Source: an optimization exercise on an open RTL-to-GDS flow (aim: small area). Production flows keep margins and buffers that such runs may drop.
Only simulation tests tie the RTL to the original design; equivalence was not proved.
No activity file was given, so power comes from the tool's default toggle rates.

File: design/flow/config.mk
export PLATFORM = sky130hd
export DESIGN_NAME = regfile_scoreboard
export DESIGN_NICKNAME = regfile_scoreboard
export VERILOG_FILES = /design/flow/design.v
export SDC_FILE = /design/flow/constraint.sdc
export NUM_CORES = 4
export LEC_CHECK = 0
export CAP_MARGIN = 20
export CORE_MARGIN = 2
export CORE_UTILIZATION = 62
export PLACE_DENSITY = 0.72
export SLEW_MARGIN = 20
export SYNTH_HIERARCHICAL = 1
File: design/flow/constraint.sdc
create_clock -name core_clock -period 10.0 [get_ports {clk}]
set_input_delay 2.0000 -clock core_clock [delete_from_list [all_inputs] [get_ports {clk}]]
set_output_delay 2.0000 -clock core_clock [all_outputs]
set_load 0.01 [all_outputs]
File: design/flow/design.v
module regfile_scoreboard #(
    parameter int               XLEN    = 32,
    parameter int               NREG    = 32,
    parameter int               SP_IDX  = 2,
    parameter logic [XLEN-1:0]  SP_INIT = 32'h0001_0000,
    parameter int               BYPASS  = 1,
    localparam int              AW      = $clog2(NREG)
) (
    input  logic            clk,
    input  logic            rst,
    input  logic            iss_valid,
    input  logic            iss_we,
    input  logic [AW-1:0]   iss_rd,
    input  logic [AW-1:0]   iss_rs1,
    input  logic [AW-1:0]   iss_rs2,
    output logic            iss_ready,
    output logic [XLEN-1:0] rs1_data,
    output logic [XLEN-1:0] rs2_data,
    input  logic            wb_valid,
    input  logic [AW-1:0]   wb_rd,
    input  logic [XLEN-1:0] wb_data,
    input  logic            flush,
    output logic [NREG-1:0] busy_vec,
    output logic [AW:0]     pend_cnt,
    output logic            err_wb
);
    localparam bit BYP = (BYPASS != 0);
    logic [XLEN-1:0] regs [1:NREG-1];
    logic [NREG-1:1] busy_r;
    logic [AW:0]     cnt_q;
    logic            err_q;
    logic wb_hit, fwd1, fwd2, fwd_rd;
    assign wb_hit = wb_valid && (wb_rd != '0);
    assign fwd1   = BYP && wb_hit && (wb_rd == iss_rs1);
    assign fwd2   = BYP && wb_hit && (wb_rd == iss_rs2);
    assign fwd_rd = BYP && wb_hit && (wb_rd == iss_rd);
    logic [NREG-1:1] sel1, sel2, dec_rd, wr;
    regfile_sb_dec5e u_dec_rs1 (.a(iss_rs1), .en(!fwd1),           .y(sel1));
    regfile_sb_dec5e u_dec_rs2 (.a(iss_rs2), .en(!fwd2),           .y(sel2));
    regfile_sb_dec5  u_dec_rd  (.a(iss_rd),                        .y(dec_rd));
    regfile_sb_dec5e u_dec_wb  (.a(wb_rd),   .en(wb_valid && rst), .y(wr));
    for (genvar b = 0; b < XLEN; b++) begin : g_rd
        logic [NREG-1:0] t;
        always_comb begin
            t[0] = wb_data[b];
            for (int i = 1; i < NREG; i++) t[i] = regs[i][b];
        end
        regfile_sb_andor32 u_rs1 (.sel({sel1, fwd1}), .d(t), .y(rs1_data[b]));
        regfile_sb_andor32 u_rs2 (.sel({sel2, fwd2}), .d(t), .y(rs2_data[b]));
    end
    logic busy_rs1, busy_rs2, busy_rd, busy_wb;
    regfile_sb_andor32 u_bz_rs1 (.sel({sel1, 1'b0}),   .d({busy_r, 1'b0}), .y(busy_rs1));
    regfile_sb_andor32 u_bz_rs2 (.sel({sel2, 1'b0}),   .d({busy_r, 1'b0}), .y(busy_rs2));
    regfile_sb_andor32 u_bz_rd  (.sel({dec_rd, 1'b0}), .d({busy_r, 1'b0}), .y(busy_rd));
    regfile_sb_andor32 u_bz_wb  (.sel({wr, 1'b0}),     .d({busy_r, 1'b0}), .y(busy_wb));
    assign iss_ready = !flush && !busy_rs1 && !busy_rs2 && (!iss_we || !busy_rd || fwd_rd);
    logic set_en;
    assign set_en = iss_valid && iss_ready && iss_we && rst;
    logic [NREG-1:1] hold, busy_d;
    for (genvar i = 1; i < NREG; i++) begin : g_reg
        regfile_sb_nor2 u_hold (.a(!rst), .b(wr[i]), .y(hold[i]));
        regfile_sb_ao32 u_busy (.a1(busy_r[i]), .a2(hold[i]), .a3(!flush),
                                .b1(set_en), .b2(dec_rd[i]), .y(busy_d[i]));
        logic [XLEN-1:0] nxt;
        for (genvar b = 0; b < XLEN; b++) begin : g_bit
            if (i == SP_IDX && SP_INIT[b]) begin : g_one
                regfile_sb_ao221 u_nxt (.a1(wr[i]), .a2(wb_data[b]), .b1(hold[i]), .b2(regs[i][b]),
                                        .c(!rst), .y(nxt[b]));
            end else begin : g_zero
                regfile_sb_ao22 u_nxt (.a1(wr[i]), .a2(wb_data[b]), .b1(hold[i]), .b2(regs[i][b]),
                                       .y(nxt[b]));
            end
        end
        always_ff @(posedge clk) begin
            regs[i]   <= nxt;
            busy_r[i] <= busy_d[i];
        end
    end
    logic inc, dec;
    assign inc = set_en && (iss_rd != '0) && !busy_rd;
    assign dec = wb_hit && busy_wb && !(set_en && busy_rd);
    always_ff @(posedge clk) begin
        if (!rst) begin
            cnt_q <= '0;
            err_q <= 1'b0;
        end else begin
            if (flush)
                cnt_q <= '0;
            else if (inc && !dec)
                cnt_q <= cnt_q + 1'b1;
            else if (dec && !inc)
                cnt_q <= cnt_q - 1'b1;
            if (wb_hit && !busy_wb)
                err_q <= 1'b1;
        end
    end
    assign busy_vec = {busy_r, 1'b0};
    assign pend_cnt = cnt_q;
    assign err_wb   = err_q;
endmodule
module regfile_sb_dec5e (
    input  logic [4:0]  a,
    input  logic        en,
    output logic [31:1] y
);
    logic [7:0] hi;
    logic [3:0] lo;
    always_comb begin
        for (int k = 0; k < 8; k++) hi[k] = en && (a[4:2] == k[2:0]);
        for (int k = 0; k < 4; k++) lo[k] = (a[1:0] == k[1:0]);
        for (int i = 1; i < 32; i++) y[i] = hi[i / 4] && lo[i % 4];
    end
endmodule
module regfile_sb_dec5 (
    input  logic [4:0]  a,
    output logic [31:1] y
);
    logic [7:0] hi;
    logic [3:0] lo;
    always_comb begin
        for (int k = 0; k < 8; k++) hi[k] = (a[4:2] == k[2:0]);
        for (int k = 0; k < 4; k++) lo[k] = (a[1:0] == k[1:0]);
        for (int i = 1; i < 32; i++) y[i] = hi[i / 4] && lo[i % 4];
    end
endmodule
module regfile_sb_andor32 (
    input  logic [31:0] sel,
    input  logic [31:0] d,
    output logic        y
);
    logic [11:0] g;
    for (genvar k = 0; k < 10; k++) begin : g_aoi
        regfile_sb_aoi222 u (.a1(sel[3*k]), .a2(d[3*k]), .b1(sel[3*k+1]), .b2(d[3*k+1]),
                             .c1(sel[3*k+2]), .c2(d[3*k+2]), .y(g[k]));
    end
    regfile_sb_nand2 u_t30 (.a(sel[30]), .b(d[30]), .y(g[10]));
    regfile_sb_nand2 u_t31 (.a(sel[31]), .b(d[31]), .y(g[11]));
    logic [2:0] h;
    regfile_sb_nand4 u_n0 (.a(g[0]), .b(g[1]), .c(g[2]),  .d(g[3]),  .y(h[0]));
    regfile_sb_nand4 u_n1 (.a(g[4]), .b(g[5]), .c(g[6]),  .d(g[7]),  .y(h[1]));
    regfile_sb_nand4 u_n2 (.a(g[8]), .b(g[9]), .c(g[10]), .d(g[11]), .y(h[2]));
    regfile_sb_or3   u_o  (.a(h[0]), .b(h[1]), .c(h[2]), .y(y));
endmodule
module regfile_sb_aoi222 (
    input  logic a1, a2, b1, b2, c1, c2,
    output logic y
);
    assign y = !((a1 && a2) || (b1 && b2) || (c1 && c2));
endmodule
module regfile_sb_ao22 (
    input  logic a1, a2, b1, b2,
    output logic y
);
    assign y = (a1 && a2) || (b1 && b2);
endmodule
module regfile_sb_ao221 (
    input  logic a1, a2, b1, b2, c,
    output logic y
);
    assign y = (a1 && a2) || (b1 && b2) || c;
endmodule
module regfile_sb_ao32 (
    input  logic a1, a2, a3, b1, b2,
    output logic y
);
    assign y = (a1 && a2 && a3) || (b1 && b2);
endmodule
module regfile_sb_nand2 (
    input  logic a, b,
    output logic y
);
    assign y = !(a && b);
endmodule
module regfile_sb_nor2 (
    input  logic a, b,
    output logic y
);
    assign y = !(a || b);
endmodule
module regfile_sb_nand4 (
    input  logic a, b, c, d,
    output logic y
);
    assign y = !(a && b && c && d);
endmodule
module regfile_sb_or3 (
    input  logic a, b, c,
    output logic y
);
    assign y = a || b || c;
endmodule
File: design/flow/flow/run.sh
#!/bin/bash
# The standard layout (standard.sh: standard synthesis, then ORFS to finish) with two
# layout-only changes:
#  - port buffers are buf_1 instead of the clkdlybuf4s50_1 that buffer_ports picks;
#  - clock tree: clkbuf_8 sink clusters of at most 16 flops within 60 um, and no dummy
#    balancing loads (the clock period leaves ample hold and setup margin).
# make's full output goes to flow_make.log; ORFS writes each step's log under orfs/logs/.
set -euo pipefail
cd "$(dirname "${BASH_SOURCE[0]}")/.."
export BUFFER_PORTS_ARGS="-buffer_cell sky130_fd_sc_hd__buf_1"
export CTS_ARGS="-sink_clustering_enable -repair_clock_nets -sink_clustering_size 16 -sink_clustering_max_diameter 60 -buf_list sky130_fd_sc_hd__clkbuf_8 -dont_use_dummy_load"
bash standard.sh > flow_make.log 2>&1
File: design/flow/standard.sh
#!/bin/bash
# synth_recipe.tcl (not shown) runs the flow's synth.tcl, then flattens the netlist and writes it again
# the make line also repeats each setting of config.mk as NAME=value (left out here)
make -C /OpenROAD-flow-scripts/flow DESIGN_CONFIG=/design/flow/config.mk WORK_HOME=/design/flow/orfs CLKGATE_MAP_FILE= SYNTH_SCRIPT=/design/flow/synth_recipe.tcl "${@:-finish}"
==> impl_metrics.yaml, run 1 <==
layout:
  final_nets: 3879
  syn2layout_area_growth_pct: 13.2
  nFillCells: 4609
  layout-drive-gt1-share_pct: 9.23
  finish.utilization_pct: 70.8
floorplanning:
  core_area_um2: 64300
  rows: 93
  boundaryPins: 162
  die_y_um: 259
  fp.dieW_um: 259
  die-area_um2: 67000
  start_util_pct: 62.5
clocking:
  cts_resized: 0
  clk_latency_ps: 740
  postCtsSetupRepairBufs: 0
  cts.clk_slew.worst_paths_ps: 100
  clock-sinks: 1030
  htreeDepth: 3
  root_buffer: "clkbuf_8"
  cts_tree: "done"
  ctsHoldBuffers: 0
  cts_made_buffers: 76
  cts_buffer_depth: 3
sta:
  relSlewSlack_pct: 12.8
  report.final.slew_viol_count: 0
  rsz0062_at_grt: "no"
  fmax_mhz: 118
  setup_viol: 0
  period_minus_slack_ps: 8460
  fin_crit_sh_pct: 84.6
  fin_worst_skew_ps: 70.1
  fin_setup_tns_ps: 0
  worst_slew_pin_slew_ps: 1310
  hold_viol: 0
grt:
  grt_usage_pct: 56.0
  grt_pass1_vias: 41500
  gr-total-overflow: 0
  grt_pass1_wl_mm: 278
  grt_antenna_before_repair: 20
  grt_max_degree: 35
routing:
  drtIter0Drc: 13200
  routed_wl_mm: 197
  vias: 43800
  vias_per_cell: 9.37
  drc: 0
  ant_nets: 0
  wl_per_cell_um: 42.0
  first_pass_iters: 20
critical_path:
  worstPathRequired_ps: 8000
  worstSetupPathType: "primary input to output pin"
  critPathArrivalTime_ps: 6460
  path_max_fanout: 20
  r2r_slack_ps: 5930
  worst_setup_path_end_kind: "output pin"
  critPathLaunchType: "primary input"
logic_synthesis:
  synthArstFlopShare_pct: 0
  synth-seq-cells: 1030
  yosysTopAreaCell: "dfxtp_1"
  synth_top_area_share_pct: 51.2
  avgSynthCellArea_um2: 11.7
  syn_area_um2: 40200
  ys_seq_area_share_pct: 51.2
  yosys-top-cells-count: "dfxtp_1, a22o_1, a222oi_1, nand4_1, nor2_1"
  synth-edff-count: 0
  yosysWarningCount: 11
  yosysMostFrequentCell: "dfxtp_1"
  synth_cell_type_count: 43
  synth.top_cells.by_area: "dfxtp_1, a22o_1, a222oi_1"
  postSynthCellCount: 3443
  synth_flop_cell: "dfxtp_1"
status:
  status: "no timing/DRC/antenna violations"
pwr:
  leakagePower_nw: 15.9
  peakVddDrop_v: 0.000119
  p_per_area_nw_per_um2: 147
  p_total_mw: 6.70
flow_run:
  drv_cap: 0
worst_hold_path:
  min_path_type: "flop to flop"
place:
  io_buffers: 160
  place.gp.congestion: 0.990
  dpl.hpwl_mm: 111
routing by layer:
metal	GRT usage (%)	share of wire, %	vias up
met5	1.78	0.13	-
met3	29.0	19	1554
met1	65.9	32	20600
li1	-	-	16500
met2	75.8	39	5040
met4	44.3	10	20
final cells by class:
| class | count | area (µm²) | share of cell area (%) |
|---|---|---|---|
| Antenna cell | 8 | 20.0 | 0.0439 |
| Clock buffer | 76 | 1050 | 2.30 |
| Tap cell | 855 | 1070 | 2.35 |
| Sequential cell | 1030 | 20600 | 45.3 |
| Inverter | 6 | 23.8 | 0.0522 |
| Timing Repair Buffer | 300 | 2290 | 5.03 |
| Multi-Input combinational cell | 2401 | 20500 | 45.0 |
worst paths after layout:
kind                                       startpoint                     to  cells after the start
worst max-delay path                         wb_rd[1]           rs2_data[16]                     12
worst min-delay path            cnt_q[4]$_SDFFE_PP0P_  cnt_q[4]$_SDFFE_PP0P_                      2
worst max register to register      busy_r[3]$_DFF_P_  cnt_q[5]$_SDFFE_PP0P_                     15
worst min register to register  cnt_q[4]$_SDFFE_PP0P_  cnt_q[4]$_SDFFE_PP0P_                      2
flip-flops by register name (all words and copies together), names as in the netlist:
register	count
busy_r	31
cnt_q	6
regs	992
err_q	1
cell usage in the layout, fill, tap and decap left out, drive strengths merged, types with 10 or more instances in the layout:
master,instances
nand2,142
nand2b,10
buf,298
clkbuf,78
nand4,207
a32o,31
dfxtp,1030
a222oi,680
a22o,991
nor2,168
or3,69
per-module statistics from Yosys (local to each module, per instance), excerpt:
module	cells inside	times used	cell area (µm²)	flops+latches
regfile_sb_dec5e	46	3	226	0
regfile_sb_nand4	1	204	6.26	0
regfile_sb_aoi222	1	680	10.0	0
regfile_sb_nor2	1	31	3.75	0
regfile_sb_ao32	1	31	10.0	0
regfile_sb_ao221	1	1	10.0	0
regfile_sb_nand2	1	136	3.75	0
regfile_scoreboard	1117	1	21200	1030
regfile_sb_ao22	1	991	8.76	0
regfile_sb_or3	1	68	6.26	0
regfile_sb_dec5	46	1	218	0
critical path, stage by stage:
cell	delay (ps)
buf_1	240
or4_4	610
o21ai_2	200
nor4_1	90
nand3_1	320
nand4bb_1	460
nor2_2	1010
buf_4	460
a222oi_1	160
nand4_1	530
or3_1	210
buf_1	150
kinds of logic (layout without fill, tap and decap cells):
logic type,Yosys count,in the layout,synth area share [%]
buffers and inverters,20,382,0.196
other,1,17,0.00932
adder cells (fa/ha/maj),6,6,0.205
AND/OR/NAND/NOR,648,648,8.40
AO/OA/AOI/OAI,1719,1719,39.5
multiplexers,1,1,0.0249
flip-flops,1030,1030,51.2
XOR/XNOR,18,18,0.392
metrics by stage:
step                hold slack [ps]  cells  instance area, µm²  worst slack (ps)
floorplan                       460   3451               40300              2910
global placement                472   4558               43600              2020
detailed placement              478   4564               43800              1950
CTS                             498   4640               44800              1900
global route                    515   4670               45500              1290
finish                          502   4676               45600              1540
power breakdown:
| part | internal (mW) | switching (mW) | leakage (nW) | total (mW) |
|---|---|---|---|---|
| clock network | 0.684 | 1.34 | 0.546 | 2.03 |
| registers | 4.13 | 0.0270 | 8.30 | 4.16 |
| logic | 0.102 | 0.415 | 7.05 | 0.517 |
| total | 4.92 | 1.78 | 15.9 | 6.70 |
==> run 2: changes to the inputs <==
--- a/design/flow/design.v
+++ b/design/flow/design.v
@@ -103,24 +103,42 @@
     input  logic        en,
     output logic [31:1] y
 );
-    logic [7:0] hi;
-    logic [3:0] lo;
-    always_comb begin
-        for (int k = 0; k < 8; k++) hi[k] = en && (a[4:2] == k[2:0]);
-        for (int k = 0; k < 4; k++) lo[k] = (a[1:0] == k[1:0]);
-        for (int i = 1; i < 32; i++) y[i] = hi[i / 4] && lo[i % 4];
+    logic [4:0] na;
+    logic [7:0] nhi;
+    logic [3:0] nlo;
+    for (genvar j = 0; j < 5; j++) begin : g_inv
+        regfile_sb_inv u (.a(a[j]), .y(na[j]));
+    end
+    for (genvar k = 0; k < 8; k++) begin : g_hi
+        regfile_sb_nand4 u (.a(en), .b(k[2] ? a[4] : na[4]), .c(k[1] ? a[3] : na[3]),
+                            .d(k[0] ? a[2] : na[2]), .y(nhi[k]));
+    end
+    for (genvar k = 0; k < 4; k++) begin : g_lo
+        regfile_sb_nand2 u (.a(k[1] ? a[1] : na[1]), .b(k[0] ? a[0] : na[0]), .y(nlo[k]));
+    end
+    for (genvar i = 1; i < 32; i++) begin : g_out
+        regfile_sb_nor2 u (.a(nhi[i / 4]), .b(nlo[i % 4]), .y(y[i]));
     end
 endmodule
 module regfile_sb_dec5 (
     input  logic [4:0]  a,
     output logic [31:1] y
 );
-    logic [7:0] hi;
-    logic [3:0] lo;
-    always_comb begin
-        for (int k = 0; k < 8; k++) hi[k] = (a[4:2] == k[2:0]);
-        for (int k = 0; k < 4; k++) lo[k] = (a[1:0] == k[1:0]);
-        for (int i = 1; i < 32; i++) y[i] = hi[i / 4] && lo[i % 4];
+    logic [4:0] na;
+    logic [7:0] nhi;
+    logic [3:0] nlo;
+    for (genvar j = 0; j < 5; j++) begin : g_inv
+        regfile_sb_inv u (.a(a[j]), .y(na[j]));
+    end
+    for (genvar k = 0; k < 8; k++) begin : g_hi
+        regfile_sb_nand3 u (.a(k[2] ? a[4] : na[4]), .b(k[1] ? a[3] : na[3]),
+                            .c(k[0] ? a[2] : na[2]), .y(nhi[k]));
+    end
+    for (genvar k = 0; k < 4; k++) begin : g_lo
+        regfile_sb_nand2 u (.a(k[1] ? a[1] : na[1]), .b(k[0] ? a[0] : na[0]), .y(nlo[k]));
+    end
+    for (genvar i = 1; i < 32; i++) begin : g_out
+        regfile_sb_nor2 u (.a(nhi[i / 4]), .b(nlo[i % 4]), .y(y[i]));
     end
 endmodule
 module regfile_sb_andor32 (
@@ -189,3 +207,15 @@
 );
     assign y = a || b || c;
 endmodule
+module regfile_sb_inv (
+    input  logic a,
+    output logic y
+);
+    assign y = !a;
+endmodule
+module regfile_sb_nand3 (
+    input  logic a, b, c,
+    output logic y
+);
+    assign y = !(a && b && c);
+endmodule
==> run 2 against run 1 <==
- final area fell by 2.0%
- clock power is essentially flat
- count of clock-buffer cells in the layout did not move
- sequential power about the same
- clock skew up 1.3 ps
- first-iteration DRC count down 7.0%
- critical path type unchanged
- critical endpoint is now rs2_data[22]
- largest cell class unchanged
==> impl_metrics.yaml, run 2 <==
place:
  dpl.hpwl_mm: 108
  place.gp.congestion: 1.09
  io_buffers: 160
  dp_cells: 4554
logic_synthesis:
  synth-edff-count: 0
  syn_area_um2: 40100
  synthMuxAreaShare_pct: 0.0249
  yosys.area_share.simple_pct: 8.08
  synth-seq-cells: 1030
  postSynthCellCount: 3451
  avgSynthCellArea_um2: 11.6
  synth_top_area_share_pct: 51.4
  synth_compound_area_share_pct: 39.6
  synthAdderAreaFrac_pct: 0.206
  yosysWarningCount: 9
  ys_seq_area_share_pct: 51.4
  synthArstFlopShare_pct: 0
  synth_cell_type_count: 36
  synth.top_cells.by_area: "dfxtp_1, a22o_1, a222oi_1"
  synth_xor_area_share_pct: 0.393
  yosys-top-cells-count: "dfxtp_1, a22o_1, a222oi_1, nand4_1, nor2_1"
  yosysMostFrequentCell: "dfxtp_1"
  synth_flop_cell: "dfxtp_1"
  yosysTopAreaCell: "dfxtp_1"
  synth_top_family_by_area: "compound AO/OA/AOI/OAI gates"
critical_path:
  worst_setup_path_end_kind: "output pin"
  reg2reg_depth: 15
  crit_chain: "buf_1 -> or4_4 -> o21ai_2 -> nor4_1 -> nand3_1 -> nand4_1 -> nor2_2 -> buf_4 -> a222oi_1 -> nand4_1 -> or3_1 -> buf_1"
  worstSetupPathType: "primary input to output pin"
  worstPathRequired_ps: 8000
  critPathArrivalTime_ps: 6530
  worst_path_largest_cell_delay_ps: 800
  cp.depth: 12
  path_max_fanout: 33
  critPathBufInv: 3
  cp_top_family: "simple AND/OR/NAND/NOR gates"
  cp_slowest_cell: "nand4_1"
  critPathLaunchType: "primary input"
clocking:
  cts_buffer_depth: 3
  postCtsSetupRepairBufs: 0
  clock-sinks: 1030
  ctsHoldBuffers: 0
  cts_tree: "done"
  htreeDepth: 3
  cts.clk_slew.worst_paths_ps: 100
  cts_made_buffers: 76
  clk_latency_ps: 730
  root_buffer: "clkbuf_8"
  cts_resized: 0
sta:
  relSlewSlack_pct: 16.2
  report.final.slew_viol_count: 0
  rsz0062_at_grt: "no"
  fmax_mhz: 117
  hold_viol: 0
  setup_viol: 0
  fin_crit_sh_pct: 85.3
  period_minus_slack_ps: 8530
  fin_setup_tns_ps: 0
  fin_worst_skew_ps: 71.3
  worst_slew_pin_slew_ps: 1250
grt:
  grt_usage_pct: 51.8
  grt_max_degree: 35
  grt_pass1_wl_mm: 263
  grt_antenna_before_repair: 11
  gr-total-overflow: 0
  grt_pass1_vias: 39500
routing:
  drc: 0
  top_layer_used: "met5"
  vias_per_cell: 9.12
  ant_nets: 0
  drtIter0Drc: 12300
  wl_per_cell_um: 39.0
  wl_met2_mm: 72.3
  wl_met3_mm: 31.3
  vias: 42400
  routed_wl_mm: 182
  drt-met1-wl_mm: 60.0
  first_pass_iters: 22
status:
  status: "no timing/DRC/antenna violations"
layout:
  mostFrequentLayoutCells: "dfxtp_1, a22o_1, a222oi_1"
  finalNonFillerCells: 4651
  regMostFlops: "regs"
  nFillCells: 4855
  layout-drive-gt1-share_pct: 7.92
  reg.largest.list: "regs: 992 flops, busy_r: 31 flops, cnt_q: 6 flops"
  syn2layout_area_growth_pct: 11.2
  largest_register_ffs: 992
  layout_commonest_cell: "dfxtp_1"
  final_nets: 3852
pwr:
  peakVddDrop_v: 0.000134
  leakagePower_nw: 15.6
  p_total_mw: 6.64
  p_per_area_nw_per_um2: 149
floorplanning:
  fp.dieW_um: 258
  start_util_pct: 62.5
  core_area_um2: 64200
  boundaryPins: 162
  die_y_um: 258
  rows: 93
  die-area_um2: 66800
worst_hold_path:
  min_path_type: "flop to flop"
  holdPathStages: 2
flow_run:
  drv_cap: 0
==> run 2: changes by cell type after synthesis, moves of 8 or more <==
| cell | delta |
|---|---|
| nand4_1 | +21 |
| inv_1 | +20 |
| clkbuf_1 | -12 |
| nand2_1 | +12 |
| nand4b_1 | -9 |
| nand4bb_1 | -9 |
| nand2b_1 | -8 |
==> run 2: cell families (layout without fill, tap and decap cells) <==
logic type	Yosys count	count (layout)
flip-flops	1030	1030
buffers and inverters	28	355
AND/OR/NAND/NOR	648	648
AO/OA/AOI/OAI	1719	1719
other	1	19
multiplexers	1	1
adder cells (fa/ha/maj)	6	6
XOR/XNOR	18	18
==> run 2: routing by layer <==
| metal | vias up | global-route usage [%] |
|---|---|---|
| met3 | 1153 | 18.7 |
| met2 | 4723 | 72.7 |
| li1 | 16500 | - |
| met4 | 6 | 38.9 |
| met1 | 20100 | 65.2 |
| met5 | - | 0.214 |
==> run 2: layout make-up <==
type	instances	area [µm²]	share of cell area (%)
sequential	1030	20600	46.2
multi-input combinational	2401	20300	45.5
timing repair buffer	253	1460	3.27
tap	855	1070	2.40
clock buffer	76	1050	2.34
inverter	26	98.8	0.221
antenna	10	25.0	0.0560
==> run 2: report_power, final <==
part	total [mW]	internal (mW)	switching, mW
Clock	2.02	0.684	1.33
Sequential	4.16	4.13	0.0271
Combinational	0.463	0.0838	0.379
Total	6.64	4.90	1.74
==> run 2: modules after synthesis (local to each module, per instance), excerpt <==
module / area, µm² / flops+latches / cells inside / copies in the design
regfile_scoreboard: 21200 / 1030 / 1117 / 1
regfile_sb_ao22: 8.76 / 0 / 1 / 991
regfile_sb_nand2: 3.75 / 0 / 1 / 152
regfile_sb_or3: 6.26 / 0 / 1 / 68
regfile_sb_nand4: 6.26 / 0 / 1 / 228
regfile_sb_ao32: 10.0 / 0 / 1 / 31
regfile_sb_aoi222: 10.0 / 0 / 1 / 680
regfile_sb_inv: 3.75 / 0 / 1 / 20
regfile_sb_nand3: 5.00 / 0 / 1 / 8
==> run 2: worst paths after layout <==
| check | start | to | slack, ps |
|---|---|---|---|
| worst min-delay path | err_q$_SDFFE_PN0P_ | err_q$_SDFFE_PN0P_ | 510 |
| worst max register to register | busy_r[12]$_DFF_P_ | cnt_q[5]$_SDFFE_PP0P_ | 5680 |
| worst max-delay path | wb_rd[2] | rs2_data[22] | 1470 |
| worst min register to register | err_q$_SDFFE_PN0P_ | err_q$_SDFFE_PN0P_ | 510 |
==> run 2: worst min-delay path, delay by kind of cell (launching register included) <==
kind | cells | cell delay (ps)
DFF | 1 | 330
and+or+nand+nor | 2 | 150
==> run 2: per-stage QoR <==
stage          utilization (%)  area [µm²]  hold WS [ps]  setup slack (ps)
3_5_place_dp              67.5       43300           476              2050
5_1_grt                   69.5       44600           517              1610
3_3_place_gp              67.5       43300           463              2100
6_report                  69.5       44600           505              1470
2_1_floorplan                -       40200           460              3200
4_1_cts                   69.1       44400           503              2110
==> run 3: changes to the inputs <==
--- a/design/flow/config.mk
+++ b/design/flow/config.mk
@@ -5,9 +5,9 @@
 export SDC_FILE = /design/flow/constraint.sdc
 export NUM_CORES = 4
 export LEC_CHECK = 0
-export CAP_MARGIN = 20
+export CAP_MARGIN = 10
 export CORE_MARGIN = 2
 export CORE_UTILIZATION = 62
 export PLACE_DENSITY = 0.72
-export SLEW_MARGIN = 20
+export SLEW_MARGIN = 10
 export SYNTH_HIERARCHICAL = 1
==> run 3 against run 2 <==
- largest power group unchanged
- core utilization is 0.38 points lower
- still clean
- first-iteration DRC count is 3.6% lower
- critical endpoint unchanged
- global-route usage stayed put
- highest routed layer unchanged
==> impl_metrics.yaml, run 3 <==
place:
  io_buffers: 160
  placed_cell_area_um2: 43300
  place.gp.congestion: 1.09
  dp_slack_ps: 2050
  dp_cells: 4554
  dpl.hpwl_mm: 108
sta:
  fin_worst_skew_ps: 72.4
  relSlewSlack_pct: 5.10
  fin_crit_sh_pct: 84.0
  fin_setup_tns_ps: 0
  rsz0062_at_grt: "no"
  period_minus_slack_ps: 8400
  report.final.slew_viol_count: 0
  worst_slew_pin_slew_ps: 1420
  fin_ws_ps: 1600
  hold_viol: 0
  fmax_mhz: 119
  setup_viol: 0
flow_run:
  drv_cap: 0
logic_synthesis:
  synthArstFlopShare_pct: 0
  ys_seq_area_share_pct: 51.4
  synth-seq-cells: 1030
  yosys-top-cells-count: "dfxtp_1, a22o_1, a222oi_1, nand4_1, nor2_1"
  yosysTopAreaCell: "dfxtp_1"
  yosysWarningCount: 9
  synth_top_area_share_pct: 51.4
  synth_cell_type_count: 36
  yosysMostFrequentCell: "dfxtp_1"
  synth_flop_cell: "dfxtp_1"
  syn_area_um2: 40100
  synth.top_cells.by_area: "dfxtp_1, a22o_1, a222oi_1"
  postSynthCellCount: 3451
  synth-edff-count: 0
  avgSynthCellArea_um2: 11.6
grt:
  grt_antenna_before_repair: 11
  gr-total-overflow: 0
  grt_usage_pct: 51.8
  grt_max_degree: 35
  grt_pass1_vias: 39500
  grt_pass1_wl_mm: 263
layout:
  mostFrequentLayoutCells: "dfxtp_1, a22o_1, a222oi_1"
  reg.largest.list: "regs: 992 flops, busy_r: 31 flops, cnt_q: 6 flops"
  seqCellArea_um2: 20600
  fin_area_um2: 44400
  regMostFlops: "regs"
  finalNonFillerCells: 4640
  multi_input_area_um2: 20300
  nFillCells: 4880
  finish.utilization_pct: 69.1
  final_nets: 3841
  layout-drive-gt1-share_pct: 7.66
  syn2layout_area_growth_pct: 10.6
  layout_commonest_cell: "dfxtp_1"
  largest_register_ffs: 992
floorplanning:
  die_y_um: 258
  die-area_um2: 66800
  core_area_um2: 64200
  start_util_pct: 62.5
  boundaryPins: 162
  rows: 93
  fp.dieW_um: 258
clocking:
  clk_latency_ps: 730
  clock-sinks: 1030
  root_buffer: "clkbuf_8"
  cts_resized: 0
  htreeDepth: 3
  cts_buffer_depth: 3
  cts_tree: "done"
  postCtsSetupRepairBufs: 0
  ctsHoldBuffers: 0
  cts_made_buffers: 76
  cts.clk_slew.worst_paths_ps: 100
pwr:
  peakVddDrop_v: 0.000132
  p_per_area_nw_per_um2: 149
  leakagePower_nw: 15.5
routing:
  routed_wl_mm: 181
  vias_per_cell: 9.13
  vias: 42400
  drtIter0Drc: 11900
  drc: 0
  first_pass_iters: 17
  ant_nets: 0
  wl_per_cell_um: 39.1
worst_hold_path:
  min_path_type: "flop to flop"
critical_path:
  worstSetupPathType: "primary input to output pin"
  worstPathRequired_ps: 8000
  worst_setup_path_end_kind: "output pin"
  path_max_fanout: 33
  critPathLaunchType: "primary input"
  critPathArrivalTime_ps: 6400
status:
  status: "no timing/DRC/antenna violations"
[run 3: cell count changes in the layout (fill, tap and decap cells not counted)]
cell    change
buf_16      -3
buf_12      -8
[run 3: final cells by class]
class                   instances  share of cell area (%)
flip-flops and latches       1030                    46.4
diodes                         10                  0.0564
clock buffers                  76                    2.36
inverters                      26                   0.223
well taps                     855                    2.41
repair buffers                242                    2.74
multi-input cells            2401                    45.8
[run 3: cells by family (layout without fill, tap and decap cells)]
kind of cell | Yosys count | after routing | share of synthesized area, %
flops | 1030 | 1030 | 51.4
fa+ha+maj | 6 | 6 | 0.206
simple gates | 648 | 648 | 8.08
xor+xnor | 18 | 18 | 0.393
other cells | 1 | 19 | 0.00934
compound gates | 1719 | 1719 | 39.6
buf+inv | 28 | 344 | 0.271
mux | 1 | 1 | 0.0249
[run 3: power by group]
group | switching, mW | internal (mW) | leakage (nW)
combinational | 0.377 | 0.0750 | 6.64
sequential | 0.0271 | 4.13 | 8.30
clock | 1.32 | 0.684 | 0.546
[run 3: per-stage QoR]
stage / total power, mW / hold WS [ps]
final: 6.62 / 503
after detailed placement: 4.67 / 476
after global placement: 4.65 / 463
after floorplan: 4.40 / 460
after CTS: 6.56 / 503
after global routing: 6.73 / 517
[run 3: routing by layer]
metal / track usage [%] / wire length, µm / vias to the layer above
met5: 0.214 / 23 / -
met4: 38.9 / 17900 / 4
met3: 18.7 / 31600 / 1146
met2: 72.7 / 72500 / 4710
met1: 65.2 / 59500 / 20000
li1: - / - / 16500
[run 3: final timing paths]
path	slack, ps	start	cells past startpoint	endpoint
setup / recovery	1600	wb_rd[2]	11	rs2_data[22]
hold / removal	500	err_q$_SDFFE_PN0P_	2	err_q$_SDFFE_PN0P_
setup reg to reg	5740	busy_r[12]$_DFF_P_	15	cnt_q[5]$_SDFFE_PP0P_
hold reg to reg	500	err_q$_SDFFE_PN0P_	2	err_q$_SDFFE_PN0P_
[run 3: critical path: stages]
cell,delay (ps)
buf_1,350
or4_4,230
o21ai_2,60
nor4_1,300
nand3_1,460
nand4_1,570
nor2_4,310
a222oi_1,480
nand4_1,800
or3_1,650
buf_1,140
[run 3: per-module statistics from Yosys, one instance, submodules excluded, a selection]
module              flops+latches  cells  area (µm²)
regfile_sb_nor2                 0      1        3.75
regfile_sb_aoi222               0      1        10.0
regfile_sb_nand3                0      1        5.00
regfile_sb_nand2                0      1        3.75
regfile_scoreboard           1030   1117       21200
regfile_sb_or3                  0      1        6.26
regfile_sb_ao32                 0      1        10.0
regfile_sb_ao221                0      1        10.0
regfile_sb_nand4                0      1        6.26
regfile_sb_inv                  0      1        3.75
regfile_sb_ao22                 0      1        8.76

## afterwards: timing with drivers on the ports
The results above use ideal ports. As a check the final layouts listed here were re-extracted and re-timed, cells and wires unchanged.
Step 1: set_driving_cell puts a clkbuf_16 on clk and a buf_2 on each other input, an assumption about the parent block.
Step 2 times the ports against the registers' clock, not the clock port: input delays grow and output delays shrink by t, the midpoint of the rising clock arrivals with the driver on.
Slacks: ideal ports / drivers / drivers and shift; pairs: ideal ports / drivers.
| run | t, ns | setup WS [ns] | slew at the worst register clock pin (ns) | worst data-port slew with drivers (ns) | cell pins on the clock port's net |
|---|---|---|---|---|---|
| run 1 | 0.784 | 1.536 / 1.488 / 1.488 | 0.11 / 0.11 | 0.15 | 1 |
| run 2 | 0.772 | 1.467 / 1.444 / 1.444 | 0.11 / 0.11 | 0.15 | 1 |
| run 3 | 0.769 | 1.602 / 1.579 / 1.579 | 0.11 / 0.11 | 0.14 | 1 |
After both steps setup and hold are still met in every run listed. For run 1, which loses most, drivers alone change the setup slack by -0.048 ns; drivers and shift together by -0.048 ns.
